What follows belongs to an exercise in optimizing a design on an open flow for small area, a short achievable clock period and few clock cycles per item; a production flow would make more cautious choices.
At most, simulation tests tie the RTL to the original design; equivalence was not proved.
Only the layout flow was run in run 1; the RTL was not checked for function there.

## flow/design.v (module list and top-level ports; edited modules follow where they fit)
// module mul_pipe_unit: 1213 lines
// module fa_cell: 10 lines
// module ha_cell: 9 lines
module mul_pipe_unit #(
    parameter int XLEN   = 32,
    parameter int STAGES = 3,
    parameter int TAG_W  = 5
) (
    input  logic              CLK_0,
    input  logic              RST_0,
    input  logic              in_valid,
    output logic              in_ready,
    input  logic [1:0]        in_op,
    input  logic [XLEN-1:0]   in_a,
    input  logic [XLEN-1:0]   in_b,
    input  logic [TAG_W-1:0]  in_tag,
    output logic              out_valid,
    input  logic              out_ready,
    output logic [XLEN-1:0]   out_result,
    output logic [TAG_W-1:0]  out_tag
);
  // ...
==> flow/flow/run.sh <==
#!/bin/bash
# Own layout flow: the standard ORFS flow with the standard synthesis unchanged;
# the port buffers are plain sky130_fd_sc_hd__buf_1 cells. make's full output
# goes to flow_make.log here; ORFS's per-step logs are under orfs/logs/.
set -euo pipefail
bash standard.sh "BUFFER_PORTS_ARGS=-buffer_cell sky130_fd_sc_hd__buf_1"  finish > flow_make.log 2>&1
==> flow/standard.sh <==
#!/bin/bash
# synth_recipe.tcl (not shown) runs the flow's synth.tcl, then flattens the netlist and writes it again
# the make line also repeats each setting of config.mk as NAME=value (left out here)
make -C /OpenROAD-flow-scripts/flow DESIGN_CONFIG=/design/flow/config.mk WORK_HOME=/design/flow/orfs CLKGATE_MAP_FILE= SYNTH_SCRIPT=/design/flow/synth_recipe.tcl "${@:-finish}"
==> flow/config.mk <==
export PLATFORM = sky130hd
export DESIGN_NAME = mul_pipe_unit
export DESIGN_NICKNAME = mul_pipe_unit
export VERILOG_FILES = /design/flow/design.v
export SDC_FILE = /design/flow/constraint.sdc
export NUM_CORES = 4
export LEC_CHECK = 0
export ABC_AREA = 1
export CAP_MARGIN = 20
export CORE_MARGIN = 2
export CORE_UTILIZATION = 40
export SETUP_SLACK_MARGIN = 5
export SLEW_MARGIN = 20
export SYNTH_HIERARCHICAL = 1
==> flow/constraint.sdc <==
create_clock -name core_clock -period 10.0 [get_ports {CLK_0}]
set_input_delay 2.0000 -clock core_clock [delete_from_list [all_inputs] [get_ports {CLK_0}]]
set_output_delay 2.0000 -clock core_clock [all_outputs]
set_load 0.01 [all_outputs]
==> metrics.csv, run 1 <==
metric;value;unit
outcome;no timing/DRC/antenna violations;
Worst Hold Class;register to register;
Register Area;0.00505;mm²
post-route insts no fill;4028;
WL met2;47.6;mm
Yosys top cell by area;fa_1;
worst-skew pair later-pin latency;0.50;ns
CP bufs+invs;1;
cell area after layout;0.0319;mm²
sequential area share after synthesis;16.9;%
post-cts repair resize count;7;
Regs by FF count;a_nq: 33 flops, x_q: 32 flops, y_q: 32 flops;
min Tclk post-route;4.85;ns
Hold-fix buffers, CTS;0;
crit path to;lc_q$_DFFE_PP_;
Initial DRC Count;3075;
slowest cell on the critical path;fa_1;
flip-flop and latch count;169;
Peak Freq;206;MHz
IO Pins;114;
CP startpoint kind;register;
initial core utilization;40.2;%
synthesized instance count;3150;
GRT Residual Overflow;0;
routed wire length;108;mm
hold path depth;0;
CTS tree;yes;
critical path depth in cells;15;
RSZ-0062 raised after global routing;no;
drt first pass iters;6;
Row Count;100;
Top Layer Used;met5;
post-synth top area share;32.2;%
synthesized net count;3829;
top-count cell post-synth;xor2_1;
Area Growth Syn to Fin;7.05;%
Clock transition at path regs;0.07;ns
==> run 2: changes to the inputs <==
--- a/flow/design.v
+++ b/flow/design.v
@@ -1184,36 +1184,36 @@
     fa_cell u_f475 (.a(f363s), .b(f416c), .ci(f417s), .co(f475c), .s(f475s));
     fa_cell u_f476 (.a(f363c), .b(f418s), .ci(f417c), .co(f476c), .s(f476s));
     fa_cell u_f477 (.a(h55s), .b(f418c), .ci(f419s), .co(f477c), .s(f477s));
     fa_cell u_f478 (.a(h55c), .b(h58s), .ci(f419c), .co(f478c), .s(f478s));
     fa_cell u_f479 (.a(pp[542]), .b(h58c), .ci(h59s), .co(f479c), .s(f479s));
     logic [63:0] cs_s, cs_c;
     assign cs_s = {f479s, f477c, f477s, f476s, f475s, f474s, f472c, f471c, f470c, f469c, f469s, f468s, f466c, f465c, f464c, f463c, f462c, f461c, f460c, f459c, f458c, f457c, f456c, f455c, f454c, f453c, f452c, f451c, f450c, f449c, f448c, f447c, f446c, f445c, f444c, f443c, f442c, f441c, f440c, f439c, f438c, f437c, f436c, f435c, f434c, f433c, f432c, f431c, f430c, f429c, f428c, f427c, f426c, f425c, f424c, f423c, f422c, f421c, f420c, h61c, h60c, pp[34], pp[1], bneg_q[0]};
     assign cs_c = {f478c, f478s, f476c, f475c, f474c, f473c, f473s, f472s, f471s, f470s, f468c, f467c, f467s, f466s, f465s, f464s, f463s, f462s, f461s, f460s, f459s, f458s, f457s, f456s, f455s, f454s, f453s, f452s, f451s, f450s, f449s, f448s, f447s, f446s, f445s, f444s, f443s, f442s, f441s, f440s, f439s, f438s, f437s, f436s, f435s, f434s, f433s, f432s, f431s, f430s, f429s, f428s, f427s, f426s, f425s, f424s, f423s, f422s, f421s, f420s, h61s, h60s, 1'b0, pp[0]};
-    logic [28:0] low_sum;
-    assign low_sum = {1'b0, cs_s[27:0]} + {1'b0, cs_c[27:0]};
+    logic [24:0] low_sum;
+    assign low_sum = {1'b0, cs_s[23:0]} + {1'b0, cs_c[23:0]};
     logic [31:0]      x_q, y_q;
-    logic [3:0]  lx_q, ly_q;
+    logic [7:0]  lx_q, ly_q;
     logic             lc_q;
     logic [TAG_W-1:0] tag_q2;
     always_ff @(posedge CLK_0) begin
         if (adv) begin
             x_q    <= mul_q1 ? cs_s[31:0] : cs_s[63:32];
             y_q    <= mul_q1 ? cs_c[31:0] : cs_c[63:32];
-            lx_q   <= mul_q1 ? '0 : cs_s[31:28];
-            ly_q   <= mul_q1 ? '0 : cs_c[31:28];
-            lc_q   <= !mul_q1 & low_sum[28];
+            lx_q   <= mul_q1 ? '0 : cs_s[31:24];
+            ly_q   <= mul_q1 ? '0 : cs_c[31:24];
+            lc_q   <= !mul_q1 & low_sum[24];
             tag_q2 <= tag_q1;
         end
     end
-    logic [36:0] fin;
+    logic [40:0] fin;
     assign fin = {x_q, lx_q, 1'b1} + {y_q, ly_q, lc_q};
     assign out_valid  = v2;
-    assign out_result = fin[36:5];
+    assign out_result = fin[40:9];
     assign out_tag    = tag_q2;
 endmodule
 module fa_cell (
     input  logic a,
     input  logic b,
     input  logic ci,
     output logic co,
     output logic s
==> flow/flow/run.sh (replaced) <==
#!/bin/bash
# Own layout flow: the standard ORFS flow with the standard synthesis unchanged;
# the port buffers are plain sky130_fd_sc_hd__buf_1 cells and timing repair aims at the margin below.
# make's full output goes to flow_make.log here; ORFS's per-step logs are under orfs/logs/.
set -euo pipefail
bash standard.sh "BUFFER_PORTS_ARGS=-buffer_cell sky130_fd_sc_hd__buf_1" SETUP_SLACK_MARGIN=5.4 finish > flow_make.log 2>&1
==> flow/config.mk (replaced) <==
export PLATFORM = sky130hd
export DESIGN_NAME = mul_pipe_unit
export DESIGN_NICKNAME = mul_pipe_unit
export VERILOG_FILES = /design/flow/design.v
export SDC_FILE = /design/flow/constraint.sdc
export NUM_CORES = 4
export LEC_CHECK = 0
export ABC_AREA = 1
export CAP_MARGIN = 20
export CORE_MARGIN = 2
export CORE_UTILIZATION = 40
export SLEW_MARGIN = 20
export SYNTH_HIERARCHICAL = 1
==> run 2 against run 1 <==
  * Final area rose by 4.8%
  * Highest routed layer unchanged
  * Worst setup slack gained 0.25 ns
  * Core utilization rose by 1.2 points
  * Sequential share of layout area barely moved
==> metrics.csv, run 2 <==
metric;value;unit;change
Mapped Area;0.0305;mm²;
vias in the first global route;25800;;
CTS buffer count;17;;
number of antenna violations at the first check in global routing;2;;
min Tclk post-route;4.60;ns;-0.250 ns
crit-path cells;buf_4, o22ai_1, xor2_1, fa_1, fa_1, fa_1, fa_1, fa_2, fa_1, nand2_1, o21ai_0;;
max FFs per register;33;;
slowest cell on the critical path;fa_1;;
Final Hold Fails;0;;
Layout Nets;3850;;
Synth area leaders;fa_1 32%, edfxtp_1 17%, xor2_1 17%;;
footprint of the multi-input gates;0.0235;mm²;
Area Growth Syn to Fin;9.81;%;
DP HPWL;71.1;mm;
asr flop ratio synth;0;%;
CP Class;register to register;;
most frequent cell on the critical path;fa_1;;
Most flops, register;a_nq;;
synthesized instance count;3260;;+3.5%
Post-synth EDFFs;175;;
Pins Over Slew Limit;0;;
Commonest cells post-synth;586 x xor2_1, 511 x o22ai_1, 480 x fa_1, 451 x nand2_1, 287 x clkbuf_1;;
Total Negative Setup Slacks;0;ns;
initial core utilization;40.3;%;+0.054 points
Row Count;101;;+1.0%
CP delay by family, top;adder cells;;
post-route insts no fill;4162;;+3.3%
fill count;7277;;
CP startpoint kind;register;;
Vias;25100;;
Main synth FF type;edfxtp_1;;
CP peak stage delay;0.61;ns;
FF+latch count, synth;177;;
wire length per cell;26.8;µm;
maximum fanout along the worst path;16;;
GPL Wtd Cong;0.957;;
Min Hold Slack;0.426;ns;
Register Area;0.00530;mm²;+4.8%
Core Region;0.0757;mm²;
root buffer cell;clkbuf_16;;
WP data arrival;4.82;ns;
worst-skew pair later-pin latency;0.51;ns;about the same
Clock Path Buffers;2;;
GRT Residual Overflow;0;;unchanged
Clock transition at path regs;0.08;ns;about the same
remaining antenna violation count;0;;
post-synth top area share;31.5;%;-0.68 points
sequential area share after synthesis;17.4;%;+0.43 points
Port Buf Inserts;113;;
Initial DRC Count;3013;;-2.0%
top-count cell post-synth;xor2_1;;
Final Setup Violations;0;;
max_slew headroom;38.9;%;
CP bufs+invs;1;;unchanged
routed wire length;111;mm;+2.8%
Die H;280;µm;
CTS Sinks;177;;
die width;280;µm;
drt first pass iters;6;;unchanged
Total GRT Usage;27.6;%;
H-Tree Depth;4;;
Tightest Pin Transition;0.916;ns;
Post-Place Cells;4097;;
Vias/cell;6.04;;
Hold-fix buffers, CTS;0;;unchanged
CTS tree;yes;;
outcome;no timing/DRC/antenna violations;;
RSZ-0062 raised after global routing;yes;;
WP data required;10.22;ns;
most frequent cells in the layout;584 x xor2_1, 496 x o22ai_1, 475 x fa_1;;
Residual DRC;0;;
synthesized net count;3939;;+2.9%
CP Capture Type;register;;
commonest non-fill, non-tap cell in the layout;xor2_1;;
first-pass GRT wire length;161;mm;
crit share post-route;46.0;%;
Clock Skew;0.0166;ns;
Yosys top cell by area;fa_1;;
Peak Freq;217;MHz;+5.4%
largest net degree at the start of global routing;81;;
IO Pins;114;;unchanged
Worst Hold Class;register to register;;
library cells used by synthesis;33;;
Mean Syn Cell Area;9.35;µm²;
die area;0.0784;mm²;
ratio of cells with drive above 1 in the final layout;8.20;%;
max-cap viol count;0;;
Regs by FF count;a_nq: 33 flops, x_q: 32 flops, y_q: 32 flops;;
n_diodes;0;;
Ys Warns;7;;
run 2: final timing paths:
path,start,cells past startpoint,to,slack (ns)
max,btwo_nq[6]$_DFFE_PP_,11,y_q[0]$_DFFE_PP_,5.40
min,tag_q1[3]$_DFFE_PP_,0,tag_q2[3]$_DFFE_PP_,0.43
max reg2reg,btwo_nq[6]$_DFFE_PP_,11,y_q[0]$_DFFE_PP_,5.40
min reg2reg,tag_q1[3]$_DFFE_PP_,0,tag_q2[3]$_DFFE_PP_,0.43
run 2: final cells by class:
cell class	instances	area share (%)
Inverter	215	2.42
Clock inverter	15	0.579
Multi-Input combinational cell	2526	70.1
Timing Repair Buffer	234	6.16
Tap cell	978	3.66
Clock buffer	17	1.27
Sequential cell	177	15.8
run 2: stage by stage:
step                util (%)  worst slack (ns)  area [µm²]
floorplan                  -              3.90       30500
global placement        41.6              5.05       31500
detailed placement      41.6              5.04       31500
CTS                     42.5              5.32       32100
global route            44.2              5.33       33500
finish                  44.2              5.40       33500
run 2: modules after synthesis (local to each module, per instance):
module | area, µm² | cells | copies in the design | flops+latches
mul_pipe_unit | 20100 | 2718 | 1 | 177
ha_cell | 12.5 | 1 | 62 | 0
fa_cell | 20.0 | 1 | 480 | 0
run 2: per-layer routing:
metal	share of wire, %	routed length (µm)	GRT usage (%)
met1	38	42000	34.8
met2	44	49400	42.7
met3	13	14500	9.72
met4	5.0	5530	12.3
met5	0.072	80	0
run 2: what timing repair did:
action	4_1_cts	5_1_grt
pin swaps	0	15
gates resized for setup	18	229
setup buffers	1	20
setup endpoints to repair	33	51
cloned	0	12
endpoints found under the hold margin	0	0
run 2: cells by family after synthesis:
kind of cell	share of synthesized area (%)
DFF	17.4
AOI/OAI and AO/OA	12.5
xor gates and xnor gates	17.4
and+or+nand+nor	9.05
buffers and inverters	7.07
adders and majority gates	36.6
Testbench counts of run 2, summed over its fixed seeds: cycles 3,216, items 3,200.
==> run 3: changes to the inputs <==
==> flow/flow/run.sh (replaced) <==
#!/bin/bash
# Own layout flow: the standard ORFS flow with the standard synthesis unchanged;
# the port buffers are plain sky130_fd_sc_hd__buf_2 cells and timing repair aims at the margin below.
# make's full output goes to flow_make.log here; ORFS's per-step logs are under orfs/logs/.
set -euo pipefail
bash standard.sh "BUFFER_PORTS_ARGS=-buffer_cell sky130_fd_sc_hd__buf_2" SETUP_SLACK_MARGIN=5.5 finish > flow_make.log 2>&1
==> run 3 against run 2 <==
  * First-iteration DRC count increased by 0.13%
  * Die area stayed put
  * Global-route usage up 0.17 points
  * Count of clock-buffer cells in the layout did not move
  * Largest cell class unchanged
  * Highest routed layer unchanged
==> metrics.csv, run 3 <==
metric;value;unit;change
asr flop ratio synth;0;%;unchanged
initial core utilization;40.3;%;unchanged
Mean Syn Cell Area;9.35;µm²;unchanged
Most flops, register;a_nq;;
Clock Path Buffers;2;;unchanged
Yosys top cell by area;fa_1;;
global-route met2 utilization;43.4;%;+0.69 points
min Tclk post-route;4.57;ns;-0.0229 ns
Most Crowded Layer GR;met2;;
Vias/cell;5.96;;-1.2%
Layout Nets;3864;;+0.36%
Tightest Pin Transition;0.926;ns;+0.0104 ns
Die H;280;µm;unchanged
DP HPWL;70.3;mm;-1.2%
number of antenna violations at the first check in global routing;3;;+1
CP delay by family, top;buffers and inverters;;
max-cap viol count;0;;unchanged
Clock Skew;0.0312;ns;+0.0146 ns
IO Pins;114;;unchanged
RSZ-0062 raised after global routing;yes;;
GR Util met3;9.33;%;-0.38 points
largest net degree at the start of global routing;81;;unchanged
Min Hold Slack;0.424;ns;-0.00211 ns
worst-skew pair later-pin latency;0.52;ns;about the same
Final Setup Violations;0;;unchanged
Pins Over Slew Limit;0;;unchanged
FF+latch count, synth;177;;unchanged
Post-synth EDFFs;175;;unchanged
Vias;24900;;-0.85%
root buffer cell;clkbuf_16;;
GRT Residual Overflow;0;;unchanged
Final Hold Fails;0;;unchanged
WP data required;8.00;ns;-2.22 ns
cell area after layout;0.0343;mm²;+2.4%
Clock transition at path regs;0.08;ns;about the same
Register Area;0.00530;mm²;unchanged
Main synth FF type;edfxtp_1;;
max_slew headroom;38.2;%;-0.70 points
first-pass GRT wire length;162;mm;+0.37%
outcome;no timing/DRC/antenna violations;;
Core Region;0.0757;mm²;unchanged
most frequent cells in the layout;577 x xor2_1, 496 x o22ai_1, 449 x fa_1;;
Peak Freq;219;MHz;+0.50%
CTS Sinks;177;;unchanged
ratio of cells with drive above 1 in the final layout;14.4;%;+6.2 points
synthesized net count;3939;;unchanged
max FFs per register;33;;unchanged
drt first pass iters;6;;unchanged
Worst Hold Class;register to register;;
library cells used by synthesis;33;;unchanged
CP startpoint kind;primary input;;
Post-Place Cells;4098;;+0.024%
area post-placement;0.0316;mm²;+0.47%
fill count;7131;;-2.0%
crit share post-route;45.7;%;-0.23 points
wire length per cell;26.1;µm;-2.7%
maximum fanout along the worst path;2;;-14
CTS tree;yes;;
Total Negative Setup Slacks;0;ns;unchanged
die width;280;µm;unchanged
Area Growth Syn to Fin;12.4;%;
H-Tree Depth;4;;unchanged
synthesized instance count;3260;;unchanged
footprint of the multi-input gates;0.0239;mm²;+1.8%
die area;0.0784;mm²;unchanged
Row Count;101;;unchanged
commonest non-fill, non-tap cell in the layout;xor2_1;;
Global Route met1 Usage;34.2;%;-0.59 points
post-route insts no fill;4178;;+0.38%
WP data arrival;2.57;ns;-2.25 ns
Synth area leaders;fa_1 32%, edfxtp_1 17%, xor2_1 17%;;
Initial DRC Count;3017;;+0.13%
GPL Wtd Cong;0.971;;+1.5%
top-count cell post-synth;xor2_1;;
crit-path cells;buf_6, nor2_4, clkinvlp_4, buf_6;;
CP peak stage delay;0.19;ns;-0.42 ns
CP Class;primary input to primary output;;
sequential area share after synthesis;17.4;%;unchanged
CTS buffer count;17;;unchanged
vias in the first global route;25600;;-0.62%
Regs by FF count;a_nq: 33 flops, x_q: 32 flops, y_q: 32 flops;;
Residual DRC;0;;unchanged
CP Capture Type;primary output;;
remaining antenna violation count;0;;unchanged
Mapped Area;0.0305;mm²;unchanged
Total GRT Usage;27.8;%;+0.17 points
post-synth top area share;31.5;%;unchanged
Port Buf Inserts;113;;unchanged
slowest cell on the critical path;clkinvlp_4;;
routed wire length;109;mm;-2.3%
Ys Warns;7;;unchanged
most frequent cell on the critical path;buf_6;;
CP bufs+invs;3;;+2
Commonest cells post-synth;586 x xor2_1, 511 x o22ai_1, 480 x fa_1, 451 x nand2_1, 287 x clkbuf_1;;
-- run 3: cells by family after synthesis --
family	synth area share, %
simple gates	9.05
compound gates	12.5
xor+xnor	17.4
fa+ha+maj	36.6
buf+inv	7.07
flops	17.4
-- run 3: modules after synthesis (local to each module, per instance) --
module | flops+latches | cells inside | area, µm²
fa_cell | 0 | 1 | 20.0
mul_pipe_unit | 177 | 2718 | 20100
ha_cell | 0 | 1 | 12.5
-- run 3: layer usage --
metal,vias up,wire [µm]
li1,10700,-
met1,12200,41300
met2,1644,49000
met3,418,12600
met4,2,5980
met5,-,16
-- run 3: cell type report --
cell class                      instances  area share (%)
Antenna cell                            2          0.0146
Clock buffer                           17            1.24
Clock inverter                         15           0.526
Inverter                              215            2.37
Multi-Input combinational cell       2526            69.7
Sequential cell                       177            15.4
Tap cell                              978            3.57
Timing Repair Buffer                  248            7.17
-- run 3: final timing paths --
path	from	endpoint	slack, ns	cells after the start
setup reg to reg	bneg_q[10]$_DFFE_PP_	lc_q$_DFFE_PP_	5.44	15
setup / recovery	out_ready	in_ready	5.43	4
hold / removal	tag_q1[3]$_DFFE_PP_	tag_q2[3]$_DFFE_PP_	0.42	0
hold reg to reg	tag_q1[3]$_DFFE_PP_	tag_q2[3]$_DFFE_PP_	0.42	0
-- run 3: metrics by stage --
stage / util, % / worst slack (ns)
2_1_floorplan: - / 3.90
3_3_place_gp: 41.7 / 5.17
3_5_place_dp: 41.7 / 5.17
4_1_cts: 44.1 / 5.31
5_1_grt: 45.3 / 5.25
6_report: 45.3 / 5.43
-- run 3: repair_timing --
action | CTS | global route
pin swaps | 7 | 40
setup endpoints to repair | 44 | 61
endpoints found under the hold margin | 0 | 0
cloned | 13 | 0
buffers inserted | 23 | 10
hold buffers | 0 | 0
resized for setup | 135 | 187
==> run 4: changes to the inputs <==
--- a/flow/flow/run.sh
+++ b/flow/flow/run.sh
@@ -4,3 +4,3 @@
 # make's full output goes to flow_make.log here; ORFS's per-step logs are under orfs/logs/.
 set -euo pipefail
-bash standard.sh "BUFFER_PORTS_ARGS=-buffer_cell sky130_fd_sc_hd__buf_2" SETUP_SLACK_MARGIN=5.5 finish > flow_make.log 2>&1
+bash standard.sh "BUFFER_PORTS_ARGS=-buffer_cell sky130_fd_sc_hd__buf_2" SETUP_SLACK_MARGIN=5.4 finish > flow_make.log 2>&1
==> run 4 against run 3 <==
  * Final cell count is 0.36% lower
  * Fmax is 0.15% lower
  * Area after synthesis stayed put
  * Via count is 0.68% lower
  * Clock skew is 0.0010 ns lower
  * Synthesized cell count stayed put
  * Critical path depth is 7 higher
  * First-iteration DRC count hardly changed
  * Core utilization is 0.83 points lower
  * Count of clock-buffer cells in the layout stayed put
  * Register-to-register slack worse by 0.02 ns
  * Critical endpoint is now y_q[3]$_DFFE_PP_
==> metrics.csv, run 4 <==
metric;value;unit;change
commonest non-fill, non-tap cell in the layout;xor2_1;;
routed wire length;107;mm;-1.4%
worst-skew pair later-pin latency;0.53;ns;about the same
min Tclk post-route;4.58;ns;+0.00697 ns
Post-Place Cells;4098;;unchanged
Port Buf Inserts;113;;unchanged
Clock Path Buffers;2;;unchanged
wire length per cell;25.8;µm;-1.0%
ratio of cells with drive above 1 in the final layout;11.9;%;-2.5 points
maximum fanout along the worst path;34;;+32
synthesized net count;3939;;unchanged
Main synth FF type;edfxtp_1;;
Die H;280;µm;unchanged
Hold Path End;tag_q2[3]$_DFFE_PP_;;
sequential area share after synthesis;17.4;%;unchanged
root buffer cell;clkbuf_16;;
Tightest Pin Transition;0.937;ns;+0.0105 ns
worst reg2reg setup slack;5.42;ns;-0.02 ns
IO Pins;114;;unchanged
most frequent cell on the critical path;fa_1;;
die area;0.0784;mm²;unchanged
Row Count;101;;unchanged
Yosys top cell by area;fa_1;;
Final Hold Fails;0;;unchanged
Area Growth Syn to Fin;10.4;%;
Total GRT Usage;26.7;%;-1.1 points
Residual DRC;0;;unchanged
WP data required;10.26;ns;+2.26 ns
crit path launch;bone_nq[10]$_DFFE_PP_;;
RR Startpoint;bone_nq[10]$_DFFE_PP_;;
Vias/cell;5.95;;-0.32%
first-pass GRT wire length;157;mm;-3.2%
max_slew headroom;37.5;%;-0.70 points
outcome;no timing/DRC/antenna violations;;
DP HPWL;70.3;mm;unchanged
Ys Warns;7;;unchanged
Regs by FF count;a_nq: 33 flops, x_q: 32 flops, y_q: 32 flops;;
Peak Freq;218;MHz;-0.15%
slowest cell on the critical path;fa_1;;
CP bufs+invs;1;;-2
Mapped Area;0.0305;mm²;unchanged
H-Tree Depth;4;;unchanged
GPL Wtd Cong;0.971;;unchanged
CP delay by family, top;adder cells;;
top-count cell post-synth;xor2_1;;
Clock Skew;0.0302;ns;-0.000997 ns
crit-path cells;buf_6, o22ai_1, xor2_1, fa_1, fa_1, fa_1, fa_1, fa_1, fa_1, nand2_1, nand2_1;;
main combinational cell family by area after synthesis;adder cells;;
CP Class;register to register;;
CP peak stage delay;0.57;ns;+0.38 ns
Synth area leaders;fa_1 32%, edfxtp_1 17%, xor2_1 17%;;
vias in the first global route;25100;;-2.1%
post-synth top area share;31.5;%;unchanged
WP data arrival;4.84;ns;+2.27 ns
Initial DRC Count;3014;;-0.099%
initial core utilization;40.3;%;unchanged
synthesized instance count;3260;;unchanged
Pins Over Slew Limit;0;;unchanged
CP Capture Type;register;;
max-cap viol count;0;;unchanged
Synth Area in Adders;36.6;%;unchanged
hold path depth;0;;unchanged
Post-synth EDFFs;175;;unchanged
Commonest cells post-synth;586 x xor2_1, 511 x o22ai_1, 480 x fa_1, 451 x nand2_1, 287 x clkbuf_1;;
CTS tree;yes;;
post-route insts no fill;4163;;-0.36%
Core Region;0.0757;mm²;unchanged
RSZ-0062 raised after global routing;yes;;
Clock transition at path regs;0.08;ns;about the same
largest net degree at the start of global routing;81;;unchanged
R2R depth;11;;-4
Vias;24800;;-0.68%
post-synthesis mux area share;0;%;unchanged
asr flop ratio synth;0;%;unchanged
crit share post-route;45.8;%;+0.070 points
Total Negative Setup Slacks;0;ns;unchanged
CP startpoint kind;register;;
CTS buffer count;17;;unchanged
die width;280;µm;unchanged
fill count;7216;;+1.2%
Most flops, register;a_nq;;
drt first pass iters;6;;unchanged
post-synthesis simple-gate area fraction;9.05;%;unchanged
remaining antenna violation count;0;;unchanged
Worst Hold Launch;tag_q1[3]$_DFFE_PP_;;
Worst Hold Class;register to register;;
library cells used by synthesis;33;;unchanged
GRT Residual Overflow;0;;unchanged
Layout Nets;3850;;-0.36%
CTS Sinks;177;;unchanged
Synth Area in Compound Gates;12.5;%;unchanged
most frequent cells in the layout;580 x xor2_1, 492 x o22ai_1, 471 x fa_1;;
post-synthesis xor/xnor area fraction;17.4;%;unchanged
FF+latch count, synth;177;;unchanged
Mean Syn Cell Area;9.35;µm²;unchanged
FF-to-FF End;y_q[3]$_DFFE_PP_;;
Final Setup Violations;0;;unchanged
number of antenna violations at the first check in global routing;3;;unchanged
max FFs per register;33;;unchanged
==> run 4: cell types whose count changed in the layout (fill, tap and decap cells not counted), sizes merged <==
| cell | change |
|---|---|
| diode | -1 |
| bufbuf | -13 |
| clkbuf | +12 |
| buf | -13 |
==> run 4: what timing repair did <==
action                                  in CTS  in global routing
pin swaps                                    1                 16
endpoints found under the hold margin        0                  0
setup buffers                                2                 18
endpoints found under the setup margin      11                 54
resized for setup                           27                242
gates cloned                                 0                 12
hold buffers                                 0                  0
==> run 4: metal layers <==
metal	up-vias	share of wire, %	global-route usage (%)	routed length [µm]
li1	10600	-	-	-
met1	12200	38	33.8	41300
met2	1588	45	42.4	48700
met3	380	11	7.28	12000
met4	4	5.0	12.8	5420
met5	-	0.022	0	24
==> run 4: logic make-up (layout without fill, tap and decap cells) <==
logic type               count (synthesis)  count (layout)
AO/OA/AOI/OAI                          626             626
flip-flops                             177             177
adder cells (fa/ha/maj)                604             604
buffers and inverters                  557             481
XOR/XNOR                               606             606
other                                    0               1
AND/OR/NAND/NOR                        690             690
==> run 4: worst max-delay path by stage <==
stage | end | slack, ns | cells past startpoint
CTS | in_ready | 5.31 | 4
finish | y_q[3]$_DFFE_PP_ | 5.42 | 11
floorplan | in_ready | 3.90 | 2
global route | lc_q$_DFFE_PP_ | 5.29 | 15
global placement | in_ready | 5.17 | 4
detailed placement | in_ready | 5.17 | 4
==> run 4: cell type report <==
| class | instances | area (µm²) | share of cell area (%) |
|---|---|---|---|
| clock inverter | 15 | 180 | 0.535 |
| sequential | 177 | 5300 | 15.7 |
| multi-input combinational | 2526 | 23500 | 69.7 |
| antenna | 1 | 2.50 | 0.00744 |
| timing repair buffer | 234 | 2260 | 6.70 |
| clock buffer | 17 | 425 | 1.26 |
| inverter | 215 | 811 | 2.41 |
| tap | 978 | 1220 | 3.64 |
==> run 4: per-stage QoR <==
step	utilization [%]	instance area, µm²	setup WS (ns)	hold WS, ns
after floorplan	-	30500	3.90	0.400
after global placement	41.7	31600	5.17	0.402
after detailed placement	41.7	31600	5.17	0.405
after CTS	42.7	32300	5.31	0.425
after global routing	44.4	33600	5.29	0.436
final	44.5	33600	5.42	0.424
==> run 4: modules after synthesis, one instance, submodules excluded <==
module	times used	cells
fa_cell	480	1
ha_cell	62	1
mul_pipe_unit	1	2718
==> run 5: changes to the inputs <==
--- a/flow/flow/run.sh
+++ b/flow/flow/run.sh
@@ -4,3 +4,3 @@
 # make's full output goes to flow_make.log here; ORFS's per-step logs are under orfs/logs/.
 set -euo pipefail
-bash standard.sh "BUFFER_PORTS_ARGS=-buffer_cell sky130_fd_sc_hd__buf_2" SETUP_SLACK_MARGIN=5.4 finish > flow_make.log 2>&1
+bash standard.sh "BUFFER_PORTS_ARGS=-buffer_cell sky130_fd_sc_hd__buf_2" SETUP_SLACK_MARGIN=5.3 finish > flow_make.log 2>&1
==> run 5 against run 4 <==
  * Sequential share of layout area grew 0.54 points
  * Critical path type unchanged
  * Largest cell class unchanged
  * Highest routed layer unchanged
==> metrics.csv, run 5 <==
metric;value;unit;change
outcome;no timing/DRC/antenna violations;;
Post-synth EDFFs;175;;unchanged
Ys Warns;7;;unchanged
Final Hold Fails;0;;unchanged
Final Setup Violations;0;;unchanged
Mapped Area;0.0305;mm²;unchanged
Most flops, register;a_nq;;
asr flop ratio synth;0;%;unchanged
top-count cell post-synth;xor2_1;;
Initial DRC Count;2849;;-5.5%
worst reg2reg setup slack;5.39;ns;-0.03 ns
Peak Freq;217;MHz;-0.65%
die area;0.0784;mm²;unchanged
WP data arrival;4.87;ns;+0.03 ns
Vias;24400;;-1.4%
R2R depth;11;;unchanged
CTS buffer count;17;;unchanged
IO Pins;114;;unchanged
Total GRT Usage;26.8;%;about the same
worst-skew pair later-pin latency;0.52;ns;about the same
Yosys top cell by area;fa_1;;
post-synth top area share;31.5;%;unchanged
routed wire length;104;mm;-3.3%
die width;280;µm;unchanged
Core Region;0.0757;mm²;unchanged
root buffer cell;clkbuf_16;;
CP Class;register to register;;
Clock Path Buffers;2;;unchanged
WP data required;10.26;ns;about the same
RSZ-0062 raised after global routing;yes;;
FF-to-FF End;y_q[3]$_DFFE_PP_;;
H-Tree Depth;4;;unchanged
max FFs per register;33;;unchanged
Row Count;101;;unchanged
area post-placement;0.0316;mm²;unchanged
Total Negative Setup Slacks;0;ns;unchanged
ratio of cells with drive above 1 in the final layout;9.04;%;-2.8 points
Die H;280;µm;unchanged
wire length per cell;25.1;µm;-2.6%
Worst Hold Class;register to register;;
Commonest cells post-synth;586 x xor2_1, 511 x o22ai_1, 480 x fa_1, 451 x nand2_1, 287 x clkbuf_1;;
crit path launch;btwo_nq[10]$_DFFE_PP_;;
min Tclk post-route;4.61;ns;+0.0301 ns
vias in the first global route;25200;;+0.35%
crit share post-route;46.1;%;+0.30 points
synthesized net count;3939;;unchanged
CTS Sinks;177;;unchanged
DP HPWL;70.3;mm;unchanged
most frequent cells in the layout;584 x xor2_1, 508 x o22ai_1, 479 x fa_1;;
Util after Layout;43.0;%;-1.5 points
Pins Over Slew Limit;0;;unchanged
Synth area leaders;fa_1 32%, edfxtp_1 17%, xor2_1 17%;;
max-cap viol count;0;;unchanged
Regs by FF count;a_nq: 33 flops, x_q: 32 flops, y_q: 32 flops;;
Port Buf Inserts;113;;unchanged
sequential area share after synthesis;17.4;%;unchanged
first-pass GRT wire length;157;mm;about the same
Clock Skew;0.0280;ns;-0.00216 ns
cell area after layout;0.0325;mm²;-3.3%
commonest non-fill, non-tap cell in the layout;xor2_1;;
Area Growth Syn to Fin;6.70;%;
number of antenna violations at the first check in global routing;3;;unchanged
Main synth FF type;edfxtp_1;;
maximum fanout along the worst path;33;;-2.9%
CP startpoint kind;register;;
Tightest Pin Transition;0.932;ns;-0.00461 ns
CP Capture Type;register;;
Clock transition at path regs;0.08;ns;about the same
initial core utilization;40.3;%;unchanged
Layout Nets;3820;;-0.78%
GPL Wtd Cong;0.971;;unchanged
RR Startpoint;btwo_nq[10]$_DFFE_PP_;;
FF+latch count, synth;177;;unchanged
CTS tree;yes;;
Vias/cell;5.90;;-0.68%
GRT Residual Overflow;0;;unchanged
Mean Syn Cell Area;9.35;µm²;unchanged
drt first pass iters;8;;+2
remaining antenna violation count;0;;unchanged
max_slew headroom;37.9;%;+0.31 points
crit path to;y_q[3]$_DFFE_PP_;;
Residual DRC;0;;unchanged
largest net degree at the start of global routing;81;;unchanged
synthesized instance count;3260;;unchanged
library cells used by synthesis;33;;unchanged
==> run 5: how the worst min path moves through the flow <==
stage	from	end	slack [ns]	cells after the start
6_report	tag_q1[3]$_DFFE_PP_	tag_q2[3]$_DFFE_PP_	0.42	0
5_1_grt	tag_q1[4]$_DFFE_PP_	tag_q2[4]$_DFFE_PP_	0.44	0
4_1_cts	tag_q1[3]$_DFFE_PP_	tag_q2[3]$_DFFE_PP_	0.43	0
3_5_place_dp	tag_q1[1]$_DFFE_PP_	tag_q2[1]$_DFFE_PP_	0.40	0
3_3_place_gp	tag_q1[2]$_DFFE_PP_	tag_q2[2]$_DFFE_PP_	0.40	0
2_1_floorplan	tag_q1[0]$_DFFE_PP_	tag_q2[0]$_DFFE_PP_	0.40	0
==> run 5: kinds of logic (layout without fill, tap and decap cells) <==
logic type | Yosys count | after routing | synth area share [%]
AO/OA/AOI/OAI | 626 | 626 | 12.5
XOR/XNOR | 606 | 606 | 17.4
adder cells (fa/ha/maj) | 604 | 604 | 36.6
buffers and inverters | 557 | 451 | 7.07
flip-flops | 177 | 177 | 17.4
other | 0 | 1 | 0
AND/OR/NAND/NOR | 690 | 690 | 9.05
==> run 5: layer usage <==
metal,part of all wire (%),GRT usage [%],up-vias
li1,-,-,10600
met1,38,33.8,11900
met2,46,42.4,1625
met3,11,7.18,348
met4,4.9,13.2,4
met5,0.023,0,-
==> run 5: timing repair <==
| item | CTS | global route |
|---|---|---|
| cloned | 0 | 0 |
| setup endpoints to repair | 1 | 33 |
| hold buffers | 0 | 0 |
| resized for setup | 2 | 81 |
| buffers inserted | 2 | 0 |
| pin swaps | 1 | 2 |
==> run 5: stage by stage <==
| step | hold slack [ns] | setup slack, ns | cells |
|---|---|---|---|
| after floorplan | 0.400 | 3.90 | 3260 |
| after CTS | 0.425 | 5.31 | 4132 |
| after global routing | 0.436 | 5.22 | 4132 |
| after detailed placement | 0.405 | 5.17 | 4098 |
| final | 0.424 | 5.39 | 4133 |
| after global placement | 0.402 | 5.17 | 4098 |
==> run 5: critical path, cell delays in order (launching register included) <==
cell and delay (ns):
edfxtp_1 0.32, buf_4 0.44, o22ai_1 0.18, xor2_1 0.27
fa_1 0.55, fa_1 0.54, fa_1 0.45, fa_1 0.39
fa_1 0.52, fa_1 0.51, nand2_1 0.11, nand2_1 0.05
==> run 5: per-module statistics from Yosys (local to each module, per instance) <==
module / copies in the design / cells / flip-flops and latches
mul_pipe_unit: 1 / 2718 / 177
ha_cell: 62 / 1 / 0
fa_cell: 480 / 1 / 0
==> run 5: layout make-up <==
type / instances / area (µm²)
Antenna cell: 1 / 2.50
Clock buffer: 17 / 425
Clock inverter: 15 / 180
Fill cell: 7314 / 43200
Inverter: 215 / 811
Multi-Input combinational cell: 2526 / 23100
Sequential cell: 177 / 5300
Tap cell: 978 / 1220
Timing Repair Buffer: 204 / 1490
==> run 6: changes to the inputs <==
==> flow/flow/run.sh (replaced) <==
#!/bin/bash
# Own layout flow: the standard ORFS flow with the standard synthesis unchanged;
# the port buffers are plain sky130_fd_sc_hd__buf_4 cells and timing repair aims at the margin below.
# make's full output goes to flow_make.log here; ORFS's per-step logs are under orfs/logs/.
set -euo pipefail
bash standard.sh "BUFFER_PORTS_ARGS=-buffer_cell sky130_fd_sc_hd__buf_4" SETUP_SLACK_MARGIN=5.5 finish > flow_make.log 2>&1
==> run 6 against run 5 <==
  * Still clean
  * Critical path depth unchanged
  * Sequential share of layout area decreased by 1.1 points
  * Largest cell class unchanged
==> metrics.csv, run 6 <==
metric;value;unit;change
outcome;no timing/DRC/antenna violations;;
vias in the first global route;25500;;+1.4%
IO Pins;114;;unchanged
Regs by FF count;a_nq: 33 flops, x_q: 32 flops, y_q: 32 flops;;
GPL Wtd Cong;0.976;;+0.55%
wire length per cell;26.8;µm;+6.5%
sequential area share after synthesis;17.4;%;unchanged
fill count;7059;;-3.5%
Synth area leaders;fa_1 32%, edfxtp_1 17%, xor2_1 17%;;
Most Crowded Layer GR;met2;;
ratio of cells with drive above 1 in the final layout;16.3;%;+7.2 points
Final Hold Fails;0;;unchanged
global-route met2 utilization;42.7;%;+0.35 points
CP peak stage delay;0.63;ns;+0.08 ns
Layout Nets;3877;;+1.5%
first-pass GRT wire length;163;mm;+3.8%
CP bufs+invs;1;;unchanged
maximum fanout along the worst path;33;;unchanged
Vias;25400;;+4.0%
Clock Path Buffers;2;;unchanged
synthesized net count;3939;;unchanged
die area;0.0784;mm²;unchanged
Vias/cell;6.06;;+2.6%
post-route insts no fill;4189;;+1.4%
worst-skew pair later-pin latency;0.52;ns;about the same
post-synth top area share;31.5;%;unchanged
min Tclk post-route;4.58;ns;-0.0309 ns
most frequent cell on the critical path;fa_1;;
Core Region;0.0757;mm²;unchanged
routed wire length;112;mm;+7.9%
footprint of the multi-input gates;0.0241;mm²;+4.3%
die width;280;µm;unchanged
Initial DRC Count;3377;;+19%
Mean Syn Cell Area;9.35;µm²;unchanged
most frequent cells in the layout;579 x xor2_1, 486 x o22ai_1, 449 x fa_1;;
Ys Warns;7;;unchanged
Register Area;0.00530;mm²;unchanged
number of antenna violations at the first check in global routing;4;;+1
Clock Skew;0.0223;ns;-0.00574 ns
Tightest Pin Transition;0.920;ns;-0.0122 ns
Total GRT Usage;27.9;%;+1.1 points
CP startpoint kind;register;;
Min Hold Slack;0.423;ns;-0.000963 ns
DP HPWL;73.0;mm;+3.9%
Total Negative Setup Slacks;0;ns;unchanged
WP data arrival;4.84;ns;-0.03 ns
Clock transition at path regs;0.09;ns;about the same
Most flops, register;a_nq;;
FF+latch count, synth;177;;unchanged
Util after Layout;46.0;%;+3.0 points
Global Route met1 Usage;35.9;%;+2.1 points
CP Class;register to register;;
Final Setup Violations;0;;unchanged
commonest non-fill, non-tap cell in the layout;xor2_1;;
top-count cell post-synth;xor2_1;;
Peak Freq;218;MHz;+0.67%
Yosys top cell by area;fa_1;;
n_diodes;0;;-1
asr flop ratio synth;0;%;unchanged
largest net degree at the start of global routing;69;;-15%
drt first pass iters;7;;-1
GR Util met3;8.30;%;+1.1 points
Area Growth Syn to Fin;14.2;%;
CP Capture Type;register;;
Row Count;101;;unchanged
CTS buffer count;17;;unchanged
GRT Residual Overflow;0;;unchanged
Residual DRC;0;;unchanged
crit-path cells;buf_6, o22ai_1, xor2_1, fa_1, fa_1, fa_1, fa_1, fa_2, fa_2, nand2_1, nand2_1;;
max FFs per register;33;;unchanged
slowest cell on the critical path;fa_1;;
library cells used by synthesis;33;;unchanged
CTS tree;yes;;
crit share post-route;45.8;%;-0.31 points
Commonest cells post-synth;586 x xor2_1, 511 x o22ai_1, 480 x fa_1, 451 x nand2_1, 287 x clkbuf_1;;
Post-Place Cells;4097;;-0.024%
root buffer cell;clkbuf_16;;
remaining antenna violation count;0;;unchanged
WP data required;10.26;ns;about the same
RSZ-0062 raised after global routing;yes;;
Port Buf Inserts;113;;unchanged
Main synth FF type;edfxtp_1;;
max_slew headroom;38.7;%;+0.82 points
CP delay by family, top;adder cells;;
H-Tree Depth;4;;unchanged
initial core utilization;40.3;%;unchanged
Pins Over Slew Limit;0;;unchanged
Worst Hold Class;register to register;;
Die H;280;µm;unchanged
Mapped Area;0.0305;mm²;unchanged
CTS Sinks;177;;unchanged
max-cap viol count;0;;unchanged
synthesized instance count;3260;;unchanged
Post-synth EDFFs;175;;unchanged
==> run 6: timing repair <==
item / CTS / global route
pin swaps: 11 / 98
gates cloned: 3 / 12
setup buffers: 9 / 36
hold buffers: 0 / 0
setup endpoints to repair: 35 / 59
gates resized for setup: 120 / 274
==> run 6: layout make-up <==
type,instances,area share (%)
clock inverters,15,0.572
well taps,978,3.52
repair buffers,261,7.93
inverters,215,2.34
multi-input cells,2526,69.2
clock buffers,17,1.22
flip-flops and latches,177,15.2
==> run 6: final timing paths <==
path                                     startpoint                  end  slack, ns  cells after the start
worst max-delay path             a_nq[27]$_DFFE_PP_     y_q[2]$_DFFE_PP_       5.42                     11
worst min-delay path            tag_q1[3]$_DFFE_PP_  tag_q2[3]$_DFFE_PP_       0.42                      0
worst max register to register   a_nq[27]$_DFFE_PP_     y_q[2]$_DFFE_PP_       5.42                     11
worst min register to register  tag_q1[3]$_DFFE_PP_  tag_q2[3]$_DFFE_PP_       0.42                      0
==> run 6: per-stage QoR <==
step,setup slack [ns],cell area [µm²]
floorplan,3.90,30500
CTS,5.39,33200
finish,5.42,34800
global placement,5.37,31900
detailed placement,5.37,31900
global route,5.31,34800
==> run 6: kinds of logic (layout without fill, tap and decap cells) <==
| logic type | after synthesis | in the layout | share of synthesized area [%] |
|---|---|---|---|
| flip-flops | 177 | 177 | 17.4 |
| AO/OA/AOI/OAI | 626 | 626 | 12.5 |
| buffers and inverters | 557 | 508 | 7.07 |
| AND/OR/NAND/NOR | 690 | 690 | 9.05 |
| adder cells (fa/ha/maj) | 604 | 604 | 36.6 |
| XOR/XNOR | 606 | 606 | 17.4 |
==> run 6: per-module statistics from Yosys, one instance, submodules excluded <==
module	cells	area [µm²]	flip-flops and latches	copies in the design
mul_pipe_unit	2718	20100	177	1
ha_cell	1	12.5	0	62
fa_cell	1	20.0	0	480
==> run 6: worst register-to-register path, cell delays in order (launching register included) <==
cell      delay (ns)
edfxtp_1        0.35
buf_6           0.36
o22ai_1         0.18
xor2_1          0.18
fa_1            0.54
fa_1            0.63
fa_1            0.48
fa_1            0.41
fa_2            0.55
fa_2            0.49
nand2_1         0.11
nand2_1         0.05
==> run 6: per-layer routing <==
layer	share of wire, %	vias up	wire length (µm)
met2	43	1874	48600
met4	5.6	4	6310
met1	38	12400	42800
met5	0.021	-	23
met3	13	447	14400
li1	-	10700	-

## separate check: timing with driven ports
The flow's constraints put no driver on any port. The routed layouts listed below were extracted and timed again, unchanged, in two steps.
Step 1, drivers: a clkbuf_16 drives CLK_0 and a buf_2 each remaining input, both assumed.
Step 2 times the ports against the registers' clock, not the clock port: input delays grow and output delays shrink by t, the midpoint of the rising clock arrivals with the driver on.
Three values: no drivers, after step 1, after step 2; two values: the first two.
run	t, ns	setup slack, ns	worst setup path after step 2	clock arrival spread, ns	worst data-port slew with drivers (ns)
run 1	0.550	5.152 / 5.152 / 5.152	register to register	0.016 / 0.017	0.05
run 2	0.559	5.402 / 5.402 / 5.215	input to register	0.016 / 0.017	0.05
run 3	0.572	5.425 / 5.393 / 5.393	input to output	0.032 / 0.032	0.04
run 4	0.572	5.418 / 5.393 / 5.393	input to output	0.030 / 0.030	0.04
run 5	0.570	5.388 / 5.372 / 5.372	input to output	0.028 / 0.028	0.04
run 6	0.569	5.419 / 5.419 / 5.419	register to register	0.023 / 0.022	0.06
After both steps setup and hold are still met in every run listed. The setup slack of run 2, which loses most, moves by 0.000 ns with the drivers and by -0.187 ns with both steps.
